Background: an optimization exercise with open tools, aiming at small area and few clock cycles. Do not read the settings as production practice.
Only simulation tests tie the RTL to the original design; equivalence was not proved.
Power and IR drop assume default switching activity.

File: design.v
`timescale 1ns/1ns
package rv_isa_pkg;
	typedef enum logic [5:0] {
		NOP,
		LUI, AUIPC, JAL, JALR,
		BEQ, BNE, BLT, BGE, BLTU, BGEU,
		LB, LH, LW, LBU, LHU, SB, SH, SW,
		ADDI, SLTI, SLTIU, XORI, ORI, ANDI, SLLI, SRLI, SRAI,
		ADD, SUB, SLL, SLT, SLTU, XOR, SRL, SRA, OR, AND,
		FENCE, ECALL, EBREAK
	} instr_name_e;
	typedef enum logic [2:0] {
		LK_B, LK_H, LK_W, LK_BU, LK_HU
	} load_kind_e;
	localparam logic [6:0] OP_LUI    = 7'b0110111;
	localparam logic [6:0] OP_AUIPC  = 7'b0010111;
	localparam logic [6:0] OP_JAL    = 7'b1101111;
	localparam logic [6:0] OP_JALR   = 7'b1100111;
	localparam logic [6:0] OP_BRANCH = 7'b1100011;
	localparam logic [6:0] OP_LOAD   = 7'b0000011;
	localparam logic [6:0] OP_STORE  = 7'b0100011;
	localparam logic [6:0] OP_IMM    = 7'b0010011;
	localparam logic [6:0] OP_REG    = 7'b0110011;
	localparam logic [6:0] OP_FENCE  = 7'b0001111;
	localparam logic [6:0] OP_SYSTEM = 7'b1110011;
	localparam logic [2:0] F3_BEQ  = 3'b000;  
	localparam logic [2:0] F3_BNE  = 3'b001;
	localparam logic [2:0] F3_BLT  = 3'b100;
	localparam logic [2:0] F3_BGE  = 3'b101;
	localparam logic [2:0] F3_BLTU = 3'b110;
	localparam logic [2:0] F3_BGEU = 3'b111;
	localparam logic [2:0] F3_B  = 3'b000;  
	localparam logic [2:0] F3_H  = 3'b001;
	localparam logic [2:0] F3_W  = 3'b010;
	localparam logic [2:0] F3_BU = 3'b100;
	localparam logic [2:0] F3_HU = 3'b101;
	localparam logic [2:0] F3_ADD_SUB = 3'b000;  
	localparam logic [2:0] F3_SLL     = 3'b001;
	localparam logic [2:0] F3_SLT     = 3'b010;
	localparam logic [2:0] F3_SLTU    = 3'b011;
	localparam logic [2:0] F3_XOR     = 3'b100;
	localparam logic [2:0] F3_SR      = 3'b101;
	localparam logic [2:0] F3_OR      = 3'b110;
	localparam logic [2:0] F3_AND     = 3'b111;
	function automatic logic [31:0] imm_i(input logic [31:0] instr);
		imm_i = {{20{instr[31]}}, instr[31:20]};
	endfunction
	function automatic logic [31:0] imm_s(input logic [31:0] instr);
		imm_s = {{20{instr[31]}}, instr[31:25], instr[11:7]};
	endfunction
	function automatic logic [31:0] imm_b(input logic [31:0] instr);
		imm_b = {{19{instr[31]}}, instr[31], instr[7], instr[30:25], instr[11:8], 1'b0};
	endfunction
	function automatic logic [31:0] imm_u(input logic [31:0] instr);
		imm_u = {instr[31:12], 12'h000};
	endfunction
	function automatic logic [31:0] imm_j(input logic [31:0] instr);
		imm_j = {{11{instr[31]}}, instr[31], instr[19:12], instr[20], instr[30:21], 1'b0};
	endfunction
endpackage
`timescale 1ns/1ns
package core_cfg_pkg;
	localparam int XLEN = 32;  
	localparam int NUM_REGS = 32;
	localparam int REG_AW = 5;  
	localparam logic [XLEN-1:0] RESET_PC = 32'h8000_0000;
endpackage
`timescale 1ns/1ns
module instr_decode (
	input logic [core_cfg_pkg::XLEN-1:0] i_instr,
	output rv_isa_pkg::instr_name_e o_dec_name,
	output logic [core_cfg_pkg::REG_AW-1:0] o_dec_rd,
	output logic [core_cfg_pkg::REG_AW-1:0] o_dec_rs1,
	output logic [core_cfg_pkg::REG_AW-1:0] o_dec_rs2,
	output logic [core_cfg_pkg::XLEN-1:0] o_dec_imm,  
	output logic o_dec_rd_we,
	output logic [2:0] o_dec_funct3
);
	logic [6:0] opcode;
	logic [2:0] funct3;
	logic [6:0] funct7;
	logic [core_cfg_pkg::REG_AW-1:0] rd;
	rv_isa_pkg::instr_name_e name;
	assign opcode = i_instr[6:0];
	assign funct3 = i_instr[14:12];
	assign funct7 = i_instr[31:25];
	assign rd = i_instr[11:7];
	always_comb begin
		name = rv_isa_pkg::NOP;  
		case (opcode)
			rv_isa_pkg::OP_LUI: name = rv_isa_pkg::LUI;
			rv_isa_pkg::OP_AUIPC: name = rv_isa_pkg::AUIPC;
			rv_isa_pkg::OP_JAL: name = rv_isa_pkg::JAL;
			rv_isa_pkg::OP_JALR: begin
				if (funct3 == 3'b000)
					name = rv_isa_pkg::JALR;
			end
			rv_isa_pkg::OP_BRANCH: begin
				case (funct3)
					rv_isa_pkg::F3_BEQ: name = rv_isa_pkg::BEQ;
					rv_isa_pkg::F3_BNE: name = rv_isa_pkg::BNE;
					rv_isa_pkg::F3_BLT: name = rv_isa_pkg::BLT;
					rv_isa_pkg::F3_BGE: name = rv_isa_pkg::BGE;
					rv_isa_pkg::F3_BLTU: name = rv_isa_pkg::BLTU;
					rv_isa_pkg::F3_BGEU: name = rv_isa_pkg::BGEU;
					default: ;
				endcase
			end
			rv_isa_pkg::OP_LOAD: begin
				case (funct3)
					rv_isa_pkg::F3_B: name = rv_isa_pkg::LB;
					rv_isa_pkg::F3_H: name = rv_isa_pkg::LH;
					rv_isa_pkg::F3_W: name = rv_isa_pkg::LW;
					rv_isa_pkg::F3_BU: name = rv_isa_pkg::LBU;
					rv_isa_pkg::F3_HU: name = rv_isa_pkg::LHU;
					default: ;
				endcase
			end
			rv_isa_pkg::OP_STORE: begin
				case (funct3)
					rv_isa_pkg::F3_B: name = rv_isa_pkg::SB;
					rv_isa_pkg::F3_H: name = rv_isa_pkg::SH;
					rv_isa_pkg::F3_W: name = rv_isa_pkg::SW;
					default: ;
				endcase
			end
			rv_isa_pkg::OP_IMM: begin
				case (funct3)
					rv_isa_pkg::F3_ADD_SUB: name = rv_isa_pkg::ADDI;
					rv_isa_pkg::F3_SLT: name = rv_isa_pkg::SLTI;
					rv_isa_pkg::F3_SLTU: name = rv_isa_pkg::SLTIU;
					rv_isa_pkg::F3_XOR: name = rv_isa_pkg::XORI;
					rv_isa_pkg::F3_OR: name = rv_isa_pkg::ORI;
					rv_isa_pkg::F3_AND: name = rv_isa_pkg::ANDI;
					rv_isa_pkg::F3_SLL: begin
						if (funct7 == 7'b0000000)
							name = rv_isa_pkg::SLLI;
					end
					rv_isa_pkg::F3_SR: begin
						if (funct7 == 7'b0000000)
							name = rv_isa_pkg::SRLI;
						else if (funct7 == 7'b0100000)
							name = rv_isa_pkg::SRAI;
					end
					default: ;
				endcase
			end
			rv_isa_pkg::OP_REG: begin
				if (funct7 == 7'b0000000) begin
					case (funct3)
						rv_isa_pkg::F3_ADD_SUB: name = rv_isa_pkg::ADD;
						rv_isa_pkg::F3_SLL: name = rv_isa_pkg::SLL;
						rv_isa_pkg::F3_SLT: name = rv_isa_pkg::SLT;
						rv_isa_pkg::F3_SLTU: name = rv_isa_pkg::SLTU;
						rv_isa_pkg::F3_XOR: name = rv_isa_pkg::XOR;
						rv_isa_pkg::F3_SR: name = rv_isa_pkg::SRL;
						rv_isa_pkg::F3_OR: name = rv_isa_pkg::OR;
						default: name = rv_isa_pkg::AND;
					endcase
				end else if (funct7 == 7'b0100000) begin
					if (funct3 == rv_isa_pkg::F3_ADD_SUB)
						name = rv_isa_pkg::SUB;
					else if (funct3 == rv_isa_pkg::F3_SR)
						name = rv_isa_pkg::SRA;
				end
			end
			rv_isa_pkg::OP_FENCE: begin
				if (funct3 == 3'b000)
					name = rv_isa_pkg::FENCE;
			end
			rv_isa_pkg::OP_SYSTEM: begin
				if (i_instr[31:7] == 25'h0000000)
					name = rv_isa_pkg::ECALL;
				else if (i_instr[31:7] == 25'h0002000)  
					name = rv_isa_pkg::EBREAK;
			end
			default: ;
		endcase
	end
	always_comb begin
		case (opcode)
			rv_isa_pkg::OP_LUI, rv_isa_pkg::OP_AUIPC: o_dec_imm = rv_isa_pkg::imm_u(i_instr);
			rv_isa_pkg::OP_JAL: o_dec_imm = rv_isa_pkg::imm_j(i_instr);
			rv_isa_pkg::OP_BRANCH: o_dec_imm = rv_isa_pkg::imm_b(i_instr);
			rv_isa_pkg::OP_STORE: o_dec_imm = rv_isa_pkg::imm_s(i_instr);
			default: o_dec_imm = rv_isa_pkg::imm_i(i_instr);  
		endcase
	end
	assign o_dec_name = name;
	assign o_dec_rd = rd;
	assign o_dec_rs1 = i_instr[19:15];
	assign o_dec_rs2 = i_instr[24:20];
	assign o_dec_funct3 = funct3;
	assign o_dec_rd_we = (rd != '0) && !(name == rv_isa_pkg::NOP || name == rv_isa_pkg::FENCE ||
		name == rv_isa_pkg::ECALL || name == rv_isa_pkg::EBREAK || name == rv_isa_pkg::BEQ ||
		name == rv_isa_pkg::BNE || name == rv_isa_pkg::BLT || name == rv_isa_pkg::BGE ||
		name == rv_isa_pkg::BLTU || name == rv_isa_pkg::BGEU || name == rv_isa_pkg::SB ||
		name == rv_isa_pkg::SH || name == rv_isa_pkg::SW);
endmodule
`timescale 1ns/1ns
module alu_execute (
	input logic clk,
	input logic mif,
	output logic [core_cfg_pkg::XLEN-1:0] o_pc,
	output logic [core_cfg_pkg::XLEN-1:0] o_dmem_addr,
	output logic [core_cfg_pkg::XLEN-1:0] o_dmem_wdata,
	output logic [core_cfg_pkg::XLEN/8-1:0] o_dmem_be,
	output logic o_dmem_we,
	input rv_isa_pkg::instr_name_e o_dec_name,
	input logic [core_cfg_pkg::REG_AW-1:0] o_dec_rd,
	input logic [core_cfg_pkg::REG_AW-1:0] o_dec_rs1,
	input logic [core_cfg_pkg::REG_AW-1:0] o_dec_rs2,
	input logic [core_cfg_pkg::XLEN-1:0] o_dec_imm,
	input logic o_dec_rd_we,
	input logic [2:0] o_dec_funct3,
	output logic [core_cfg_pkg::REG_AW-1:0] o_res_rs1_addr,
	output logic [core_cfg_pkg::REG_AW-1:0] o_res_rs2_addr,
	input logic [core_cfg_pkg::XLEN-1:0] o_res_rs1_data,
	input logic [core_cfg_pkg::XLEN-1:0] o_res_rs2_data,
	output logic o_res_wr_en,
	output logic [core_cfg_pkg::REG_AW-1:0] o_res_wr_addr,
	output logic [core_cfg_pkg::XLEN-1:0] o_res_wr_data,
	output logic o_res_is_load,  
	output rv_isa_pkg::load_kind_e o_res_load_kind,
	output logic [1:0] o_res_load_addr_lo
);
	logic [core_cfg_pkg::XLEN-1:0] pc_q;
	logic [core_cfg_pkg::XLEN-1:0] pc_plus4;
	logic [core_cfg_pkg::XLEN-1:0] rs1_val;
	logic [core_cfg_pkg::XLEN-1:0] rs2_val;
	logic [core_cfg_pkg::XLEN-1:0] ea;  
	logic [core_cfg_pkg::XLEN-1:0] alu_out;
	logic [core_cfg_pkg::XLEN-1:0] next_pc;
	logic take_branch;
	logic is_store;
	assign o_res_rs1_addr = o_dec_rs1;
	assign o_res_rs2_addr = o_dec_rs2;
	assign rs1_val = o_res_rs1_data;
	assign rs2_val = o_res_rs2_data;
	assign pc_plus4 = pc_q + 32'd4;
	assign ea = rs1_val + o_dec_imm;
	always_comb begin
		case (o_dec_name)
			rv_isa_pkg::LUI: alu_out = o_dec_imm;
			rv_isa_pkg::AUIPC: alu_out = pc_q + o_dec_imm;
			rv_isa_pkg::JAL, rv_isa_pkg::JALR: alu_out = pc_plus4;  
			rv_isa_pkg::ADDI: alu_out = ea;
			rv_isa_pkg::SLTI: alu_out = {31'b0, $signed(rs1_val) < $signed(o_dec_imm)};
			rv_isa_pkg::SLTIU: alu_out = {31'b0, rs1_val < o_dec_imm};
			rv_isa_pkg::XORI: alu_out = rs1_val ^ o_dec_imm;
			rv_isa_pkg::ORI: alu_out = rs1_val | o_dec_imm;
			rv_isa_pkg::ANDI: alu_out = rs1_val & o_dec_imm;
			rv_isa_pkg::SLLI: alu_out = rs1_val << o_dec_imm[4:0];
			rv_isa_pkg::SRLI: alu_out = rs1_val >> o_dec_imm[4:0];
			rv_isa_pkg::SRAI: alu_out = $signed(rs1_val) >>> o_dec_imm[4:0];
			rv_isa_pkg::ADD: alu_out = rs1_val + rs2_val;
			rv_isa_pkg::SUB: alu_out = rs1_val - rs2_val;
			rv_isa_pkg::SLL: alu_out = rs1_val << rs2_val[4:0];
			rv_isa_pkg::SLT: alu_out = {31'b0, $signed(rs1_val) < $signed(rs2_val)};
			rv_isa_pkg::SLTU: alu_out = {31'b0, rs1_val < rs2_val};
			rv_isa_pkg::XOR: alu_out = rs1_val ^ rs2_val;
			rv_isa_pkg::SRL: alu_out = rs1_val >> rs2_val[4:0];
			rv_isa_pkg::SRA: alu_out = $signed(rs1_val) >>> rs2_val[4:0];
			rv_isa_pkg::OR: alu_out = rs1_val | rs2_val;
			rv_isa_pkg::AND: alu_out = rs1_val & rs2_val;
			default: alu_out = '0;  
		endcase
	end
	always_comb begin
		case (o_dec_name)
			rv_isa_pkg::BEQ: take_branch = rs1_val == rs2_val;
			rv_isa_pkg::BNE: take_branch = rs1_val != rs2_val;
			rv_isa_pkg::BLT: take_branch = $signed(rs1_val) < $signed(rs2_val);
			rv_isa_pkg::BGE: take_branch = $signed(rs1_val) >= $signed(rs2_val);
			rv_isa_pkg::BLTU: take_branch = rs1_val < rs2_val;
			rv_isa_pkg::BGEU: take_branch = rs1_val >= rs2_val;
			default: take_branch = 1'b0;
		endcase
	end
	always_comb begin
		next_pc = pc_plus4;
		if (o_dec_name == rv_isa_pkg::JAL || take_branch)
			next_pc = pc_q + o_dec_imm;
		else if (o_dec_name == rv_isa_pkg::JALR)
			next_pc = {ea[core_cfg_pkg::XLEN-1:1], 1'b0};
	end
	always_ff @(posedge clk or negedge mif) begin
		if (!mif)
			pc_q <= core_cfg_pkg::RESET_PC;
		else
			pc_q <= next_pc;
	end
	assign o_pc = pc_q;
	always_comb begin
		case (o_dec_funct3[1:0])
			2'b00: o_dmem_addr = ea;
			2'b01: o_dmem_addr = {ea[core_cfg_pkg::XLEN-1:1], 1'b0};
			default: o_dmem_addr = {ea[core_cfg_pkg::XLEN-1:2], 2'b00};
		endcase
	end
	always_comb begin
		o_dmem_wdata = rs2_val;
		o_dmem_be = '0;
		case (o_dec_name)
			rv_isa_pkg::SB: begin
				o_dmem_wdata = {4{rs2_val[7:0]}};  
				o_dmem_be = 4'b0001 << o_dmem_addr[1:0];
			end
			rv_isa_pkg::SH: begin
				o_dmem_wdata = {2{rs2_val[15:0]}};
				o_dmem_be = o_dmem_addr[1] ? 4'b1100 : 4'b0011;
			end
			rv_isa_pkg::SW: o_dmem_be = 4'b1111;
			default: ;
		endcase
	end
	assign is_store = o_dec_name == rv_isa_pkg::SB || o_dec_name == rv_isa_pkg::SH ||
		o_dec_name == rv_isa_pkg::SW;
	assign o_dmem_we = is_store && mif;
	always_comb begin
		o_res_is_load = 1'b1;
		case (o_dec_name)
			rv_isa_pkg::LB: o_res_load_kind = rv_isa_pkg::LK_B;
			rv_isa_pkg::LH: o_res_load_kind = rv_isa_pkg::LK_H;
			rv_isa_pkg::LW: o_res_load_kind = rv_isa_pkg::LK_W;
			rv_isa_pkg::LBU: o_res_load_kind = rv_isa_pkg::LK_BU;
			rv_isa_pkg::LHU: o_res_load_kind = rv_isa_pkg::LK_HU;
			default: begin
				o_res_is_load = 1'b0;
				o_res_load_kind = rv_isa_pkg::LK_W;
			end
		endcase
	end
	assign o_res_load_addr_lo = o_dmem_addr[1:0];
	assign o_res_wr_en = o_dec_rd_we && mif;  
	assign o_res_wr_addr = o_dec_rd;
	assign o_res_wr_data = alu_out;
endmodule
`timescale 1ns/1ns
module result_writeback (
	input logic clk,
	input logic mif,
	input logic [core_cfg_pkg::XLEN-1:0] i_dmem_rdata,
	input logic [core_cfg_pkg::XLEN-1:0] i_pc,
	input logic [core_cfg_pkg::REG_AW-1:0] o_res_rs1_addr,
	input logic [core_cfg_pkg::REG_AW-1:0] o_res_rs2_addr,
	output logic [core_cfg_pkg::XLEN-1:0] o_res_rs1_data,
	output logic [core_cfg_pkg::XLEN-1:0] o_res_rs2_data,
	input logic o_res_wr_en,
	input logic [core_cfg_pkg::REG_AW-1:0] o_res_wr_addr,
	input logic [core_cfg_pkg::XLEN-1:0] o_res_wr_data,
	input logic o_res_is_load,
	input rv_isa_pkg::load_kind_e o_res_load_kind,
	input logic [1:0] o_res_load_addr_lo,
	output logic o_retire_valid,
	output logic [core_cfg_pkg::XLEN-1:0] o_retire_pc,
	output logic o_retire_we,
	output logic [core_cfg_pkg::REG_AW-1:0] o_retire_rd,
	output logic [core_cfg_pkg::XLEN-1:0] o_retire_data
);
	logic [core_cfg_pkg::XLEN-1:0] regs [core_cfg_pkg::NUM_REGS];
	logic [core_cfg_pkg::XLEN-1:0] load_val;
	logic [core_cfg_pkg::XLEN-1:0] wr_val;
	logic [7:0] lane_b;
	logic [15:0] lane_h;
	assign o_res_rs1_data = (o_res_rs1_addr == '0) ? '0 : regs[o_res_rs1_addr];
	assign o_res_rs2_data = (o_res_rs2_addr == '0) ? '0 : regs[o_res_rs2_addr];
	always_comb begin
		case (o_res_load_addr_lo)
			2'd0: lane_b = i_dmem_rdata[7:0];
			2'd1: lane_b = i_dmem_rdata[15:8];
			2'd2: lane_b = i_dmem_rdata[23:16];
			default: lane_b = i_dmem_rdata[31:24];
		endcase
		lane_h = o_res_load_addr_lo[1] ? i_dmem_rdata[31:16] : i_dmem_rdata[15:0];
	end
	always_comb begin
		case (o_res_load_kind)
			rv_isa_pkg::LK_B: load_val = {{24{lane_b[7]}}, lane_b};
			rv_isa_pkg::LK_BU: load_val = {24'h000000, lane_b};
			rv_isa_pkg::LK_H: load_val = {{16{lane_h[15]}}, lane_h};
			rv_isa_pkg::LK_HU: load_val = {16'h0000, lane_h};
			default: load_val = i_dmem_rdata;
		endcase
	end
	assign wr_val = o_res_is_load ? load_val : o_res_wr_data;
	always_ff @(posedge clk or negedge mif) begin
		if (!mif) begin
			for (int i = 0; i < core_cfg_pkg::NUM_REGS; i++) begin
				regs[i] <= '0;
			end
		end else if (o_res_wr_en) begin
			regs[o_res_wr_addr] <= wr_val;  
		end
	end
	assign o_retire_valid = mif;
	assign o_retire_pc = i_pc;
	assign o_retire_we = o_res_wr_en;
	assign o_retire_rd = o_res_wr_addr;
	assign o_retire_data = wr_val;
endmodule
`timescale 1ns/1ns
module rv_core (
	input logic clk,
	input logic mif,
	output logic [core_cfg_pkg::XLEN-1:0] o_imem_addr,
	input logic [core_cfg_pkg::XLEN-1:0] i_imem_data,
	output logic [core_cfg_pkg::XLEN-1:0] o_dmem_addr,
	output logic [core_cfg_pkg::XLEN-1:0] o_dmem_wdata,
	output logic [core_cfg_pkg::XLEN/8-1:0] o_dmem_be,
	output logic o_dmem_we,
	input logic [core_cfg_pkg::XLEN-1:0] i_dmem_rdata,
	output logic o_retire_valid,
	output logic [core_cfg_pkg::XLEN-1:0] o_retire_pc,
	output logic o_retire_we,
	output logic [core_cfg_pkg::REG_AW-1:0] o_retire_rd,
	output logic [core_cfg_pkg::XLEN-1:0] o_retire_data
);
	rv_isa_pkg::instr_name_e dec_name;
	logic [core_cfg_pkg::REG_AW-1:0] dec_rd;
	logic [core_cfg_pkg::REG_AW-1:0] dec_rs1;
	logic [core_cfg_pkg::REG_AW-1:0] dec_rs2;
	logic [core_cfg_pkg::XLEN-1:0] dec_imm;
	logic dec_rd_we;
	logic [2:0] dec_funct3;
	logic [core_cfg_pkg::REG_AW-1:0] res_rs1_addr;
	logic [core_cfg_pkg::REG_AW-1:0] res_rs2_addr;
	logic [core_cfg_pkg::XLEN-1:0] res_rs1_data;
	logic [core_cfg_pkg::XLEN-1:0] res_rs2_data;
	logic res_wr_en;
	logic [core_cfg_pkg::REG_AW-1:0] res_wr_addr;
	logic [core_cfg_pkg::XLEN-1:0] res_wr_data;
	logic res_is_load;
	rv_isa_pkg::load_kind_e res_load_kind;
	logic [1:0] res_load_addr_lo;
	instr_decode u_decode (
		.i_instr (i_imem_data),
		.o_dec_name   (dec_name),
		.o_dec_rd     (dec_rd),
		.o_dec_rs1    (dec_rs1),
		.o_dec_rs2    (dec_rs2),
		.o_dec_imm    (dec_imm),
		.o_dec_rd_we  (dec_rd_we),
		.o_dec_funct3 (dec_funct3)
	);
	alu_execute u_execute (
		.clk          (clk),
		.mif          (mif),
		.o_pc         (o_imem_addr),  
		.o_dmem_addr  (o_dmem_addr),
		.o_dmem_wdata (o_dmem_wdata),
		.o_dmem_be    (o_dmem_be),
		.o_dmem_we    (o_dmem_we),
		.o_dec_name   (dec_name),
		.o_dec_rd     (dec_rd),
		.o_dec_rs1    (dec_rs1),
		.o_dec_rs2    (dec_rs2),
		.o_dec_imm    (dec_imm),
		.o_dec_rd_we  (dec_rd_we),
		.o_dec_funct3 (dec_funct3),
		.o_res_rs1_addr     (res_rs1_addr),
		.o_res_rs2_addr     (res_rs2_addr),
		.o_res_rs1_data     (res_rs1_data),
		.o_res_rs2_data     (res_rs2_data),
		.o_res_wr_en        (res_wr_en),
		.o_res_wr_addr      (res_wr_addr),
		.o_res_wr_data      (res_wr_data),
		.o_res_is_load      (res_is_load),
		.o_res_load_kind    (res_load_kind),
		.o_res_load_addr_lo (res_load_addr_lo)
	);
	result_writeback u_writeback (
		.clk            (clk),
		.mif            (mif),
		.i_dmem_rdata   (i_dmem_rdata),
		.i_pc           (o_imem_addr),
		.o_res_rs1_addr     (res_rs1_addr),
		.o_res_rs2_addr     (res_rs2_addr),
		.o_res_rs1_data     (res_rs1_data),
		.o_res_rs2_data     (res_rs2_data),
		.o_res_wr_en        (res_wr_en),
		.o_res_wr_addr      (res_wr_addr),
		.o_res_wr_data      (res_wr_data),
		.o_res_is_load      (res_is_load),
		.o_res_load_kind    (res_load_kind),
		.o_res_load_addr_lo (res_load_addr_lo),
		.o_retire_valid (o_retire_valid),
		.o_retire_pc    (o_retire_pc),
		.o_retire_we    (o_retire_we),
		.o_retire_rd    (o_retire_rd),
		.o_retire_data  (o_retire_data)
	);
endmodule
File: run.sh
#!/bin/bash
# synth_recipe.tcl (not shown) runs the flow's synth.tcl, then flattens the netlist and writes it again
# the make line also repeats each setting of config.mk as NAME=value (left out here)
make -C /OpenROAD-flow-scripts/flow DESIGN_CONFIG=/design/flow/config.mk WORK_HOME=/design/flow/orfs CLKGATE_MAP_FILE= SYNTH_SCRIPT=/design/flow/synth_recipe.tcl finish
File: config.mk
export PLATFORM = sky130hd
export DESIGN_NAME = rv_core
export DESIGN_NICKNAME = rv_core
export VERILOG_FILES = /design/flow/design.v
export SDC_FILE = /design/flow/constraint.sdc
export NUM_CORES = 4
export LEC_CHECK = 0
export CAP_MARGIN = 20
export CORE_MARGIN = 2
export CORE_UTILIZATION = 30
export PLACE_DENSITY = 0.5
export SETUP_SLACK_MARGIN = 0.6
export SLEW_MARGIN = 20
File: constraint.sdc
create_clock -name core_clock -period 12.0 [get_ports {clk}]
set_input_delay 2.4000 -clock core_clock [delete_from_list [all_inputs] [get_ports {clk}]]
set_output_delay 2.4000 -clock core_clock [all_outputs]
set_load 0.01 [all_outputs]
==> summary.txt <==
-- cells by family (layout without fill, tap and decap cells) --
kind of cell / after synthesis / in the layout / synth area share
AOI/OAI and AO/OA: 2805 / 2805 / 0.259
xor gates and xnor gates: 122 / 122 / 0.0148
adders and majority gates: 162 / 162 / 0.0285
buffers and inverters: 1014 / 1916 / 0.0583
DFF: 1024 / 1024 / 0.356
muxes: 427 / 427 / 0.0635
other: 0 / 33 / 0
and+or+nand+nor: 3207 / 3208 / 0.220
-- state kept, by name, summed over array words and instances (netlist names) --
signal,cells
u_execute.pc_q,32
u_writeback.regs,992
-- timing repair --
| item | CTS | global route |
|---|---|---|
| endpoints found under the hold margin | 0 | 0 |
| endpoints found under the setup margin | 34 | 32 |
| resized for setup | 103 | 189 |
| pin swaps | 18 | 41 |
| gates cloned | 1 | 1 |
| setup buffers | 36 | 32 |
-- through the flow --
step                setup TNS, ps  cells  hold slack [ps]  instance area (sq um)  total power, mW
detailed placement          -1360  12540              502                  86600             7.84
global route                    0  12836              540                  92800             12.4
floorplan                       0   8761              455                  72100             5.69
finish                          0  12864              517                  92800             12.1
global placement            -1740  12539              483                  86500             7.82
CTS                             0  12795              517                  91600             11.9
-- cells in the mapped netlist (57+ instances only) --
master                         n  share of area
sky130_fd_sc_hd__nor2_1     1134          0.059
sky130_fd_sc_hd__a21oi_1    1066          0.074
sky130_fd_sc_hd__dfrtp_1    1023           0.36
sky130_fd_sc_hd__clkbuf_1    609          0.032
sky130_fd_sc_hd__and3_1      475          0.041
sky130_fd_sc_hd__nand2_1     464          0.024
sky130_fd_sc_hd__nand3_1     389          0.027
sky130_fd_sc_hd__a22oi_1     357          0.037
sky130_fd_sc_hd__o21ai_0     257          0.018
sky130_fd_sc_hd__mux2_2      242          0.038
sky130_fd_sc_hd__nand4_1     198          0.017
sky130_fd_sc_hd__mux2i_1     185          0.026
sky130_fd_sc_hd__inv_1       168         0.0088
sky130_fd_sc_hd__ha_1        158          0.027
sky130_fd_sc_hd__a2111oi_0   151          0.018
sky130_fd_sc_hd__buf_2       148          0.010
sky130_fd_sc_hd__nor3_1      117         0.0081
sky130_fd_sc_hd__a221oi_1    100          0.012
sky130_fd_sc_hd__a211oi_1     84         0.0088
sky130_fd_sc_hd__a31oi_1      81         0.0070
sky130_fd_sc_hd__a21o_1       77         0.0080
sky130_fd_sc_hd__xnor2_1      72         0.0088
sky130_fd_sc_hd__a22o_1       59         0.0072
sky130_fd_sc_hd__nor4_1       57         0.0049
-- metal layers --
layer,GRT usage,vias up,part of all wire
met1,0.523,42951,0.36
met4,0.394,34,0.11
li1,-,34244,-
met3,0.136,2437,0.11
met5,0.00626,-,0.0012
met2,0.661,7035,0.42
-- worst min-delay path by stage --
stage	to	cells after the start
after floorplan	u_writeback.regs[3][16]	2
after global placement	u_writeback.regs[3][31]	2
after detailed placement	u_writeback.regs[3][5]	2
after CTS	u_writeback.regs[3][31]	2
after global routing	u_writeback.regs[3][5]	2
final	u_writeback.regs[3][14]	2
-- where the power goes --
part | total [mW] | internal, mW | switching (mW)
Combinational | 3.91 | 1.44 | 2.47
Sequential | 4.13 | 3.72 | 0.420
Clock | 4.06 | 2.33 | 1.73
-- critical path: cells and delay by family --
family | cells | cell delay, ps
compound gates | 4 | 1000
buf+inv | 11 | 2920
simple gates | 10 | 2380
fa+ha+maj | 1 | 410
-- final cells by class --
cell class              instances  area (sq um)
fillers                     24496        145000
multi-input cells            6724         44400
clock inverters                54           850
clock buffers                 164          3400
flip-flops and latches       1024         25600
well taps                    3167          3960
diodes                         33          82.6
inverters                     176           673
repair buffers               1522         13900
==> flow_summary.toml <==
[global_route]
grt_start_max_net_pins = 167
global_route.usage.total = 0.447
grt_pass1_wl_um = 746000
initial_antenna_violation_count = 54
global_route.overflow_total = 0
number_of_global_route_vias_before_repair = 81743

[placed_design]
gp_congestion = 1.11
dp_slack_ps = -432
placement.io_buffers = 237
detailedPlacementHpwl_um = 411000

[drt]
dr_total_vias = 86701
routed_wirelength_um = 565000
remaining_routing_drc_violations = 0
routedWlPerCell_um = 43.9
avgViaCountPerCell = 6.74
drt-initial-drc-count = 13782
ant_nets = 0
drt_pass1_iterations = 10

[outcome]
status = "timing/DRC/antenna clean"

[yosys]
number_of_nets_produced_by_synthesis = 8989
synth-edff-count = 0
synth_sequential_area_ratio = 0.356
synth_seq_cells = 1024
ys.warnings.count = 4
netlist_area_sq_um = 72100
synth_async_sr_flop_share = 1.00
dominantRegCellSynth = "sky130_fd_sc_hd__dfrtp_1"
post_synth_num_cell_types = 109
syn_avg_cell_area_sq_um = 8.22
synth_instances = 8761

[clocking]
clock_tree_from_tritoncts = "built"
cts_max_level = 3
clk_path_buf_depth = 3
insertion_delay_of_the_later_clocked_pin_in_the_worst_skew_pair_ps = 860
numCtsBuffers = 120
cts_sink_count = 1024
root_buffer = "sky130_fd_sc_hd__clkbuf_16"
cts.clk_slew.worst_paths_ps = 70
postCtsHoldBufs = 0

[min_path]
min-delay-start = "u_writeback.regs[3][14]"
min_path_type = "reg -> reg"

[finish]
mostFrequentLayoutCell = "sky130_fd_sc_hd__buf_4"
layout-drive-gt1-share = 0.226
fin_util = 0.390
layout.cells.most_common_list = "1119 x sky130_fd_sc_hd__buf_4, 1039 x sky130_fd_sc_hd__a21oi_1, 1033 x sky130_fd_sc_hd__nor2_1"
final_nets = 9796
area_delta_synth_final_pct = 28.8

[setup_path]
worstSetupStartpoint = "i_imem_data[22]"
critPathMaxFanout = 18
cpMostUsedCell = "sky130_fd_sc_hd__buf_4"
endpoint_of_the_worst_register_to_register_path = "u_execute.pc_q[9]"
cpMaxStageDelayCell = "sky130_fd_sc_hd__clkdlybuf4s50_1"
timing.reg2reg.setup_slack_ps = 4570
critPathMaxStageDelay_ps = 520
setup.worst_path.end = "o_retire_data[0]"
timing.critical_path.arrival_ps = 9160
worst_r2r_path_depth = 29
critPathCaptureType = "primary output"
path_class = "in -> out"
critical_register_to_register_path_startpoint = "u_writeback.regs[21][0]"
type_of_origin_of_the_critical_path = "input port"
critPathRequiredTime_ps = 9600

[floorplan]
rows = 179
io_pins = 238
design.die.area_sq_um = 244000
floorplan.initialDensity = 0.302
fp.dieW_um = 494
placeableCoreArea_sq_um = 238000
fp.dieH_um = 494

[sta]
setup-violations-final = 0
slew-limit-headroom = 0.182
rsz0062_at_grt = "yes"
hold_violations = 0
worst_clock_skew_ps = 107
worst_pin_slew_ps = 1230
final-max-slew-violation-count = 0
final.min_clock_period_ps = 11560
maxClockFrequency_ghz = 0.0865
fin_ws_ps = 439
final_period_util = 0.963

[pwr]
power_per_cell_area_nw_per_um2 = 130
peakVddDrop_uv = 153
power.static_leakage_nw = 42.1

[flow_run]
maxCapViolCount = 0
Testbench counts, summed over its fixed seeds: cycles 16,570.

[static timing again, ports no longer ideal]
How much do the figures lean on ideal ports? The routed layout below was timed once more, with nothing changed but the port constraints. Step 1, drivers: a clkbuf_16 drives clk and a buf_2 each remaining input, both assumed. Step 2 adds t to the input delays and takes it off the output delays; t is the mean of the earliest and latest rising clock arrival at the registers after step 1. Input paths then give back, and output paths get back, about the clock's delay inside the block. a / b / c = no drivers / after step 1 / after step 2; a / b = the first two.
t, ns: 0.896
setup WS [ns]: 0.439 / 0.391 / 0.391
hold slack, ns: 0.517 / 0.517 / 0.517
worst register clock-pin slew, ns: 0.08 / 0.08
After both steps setup and hold are still met in this run. The setup slack of this run moves by -0.048 ns with the drivers and by -0.048 ns with both steps.
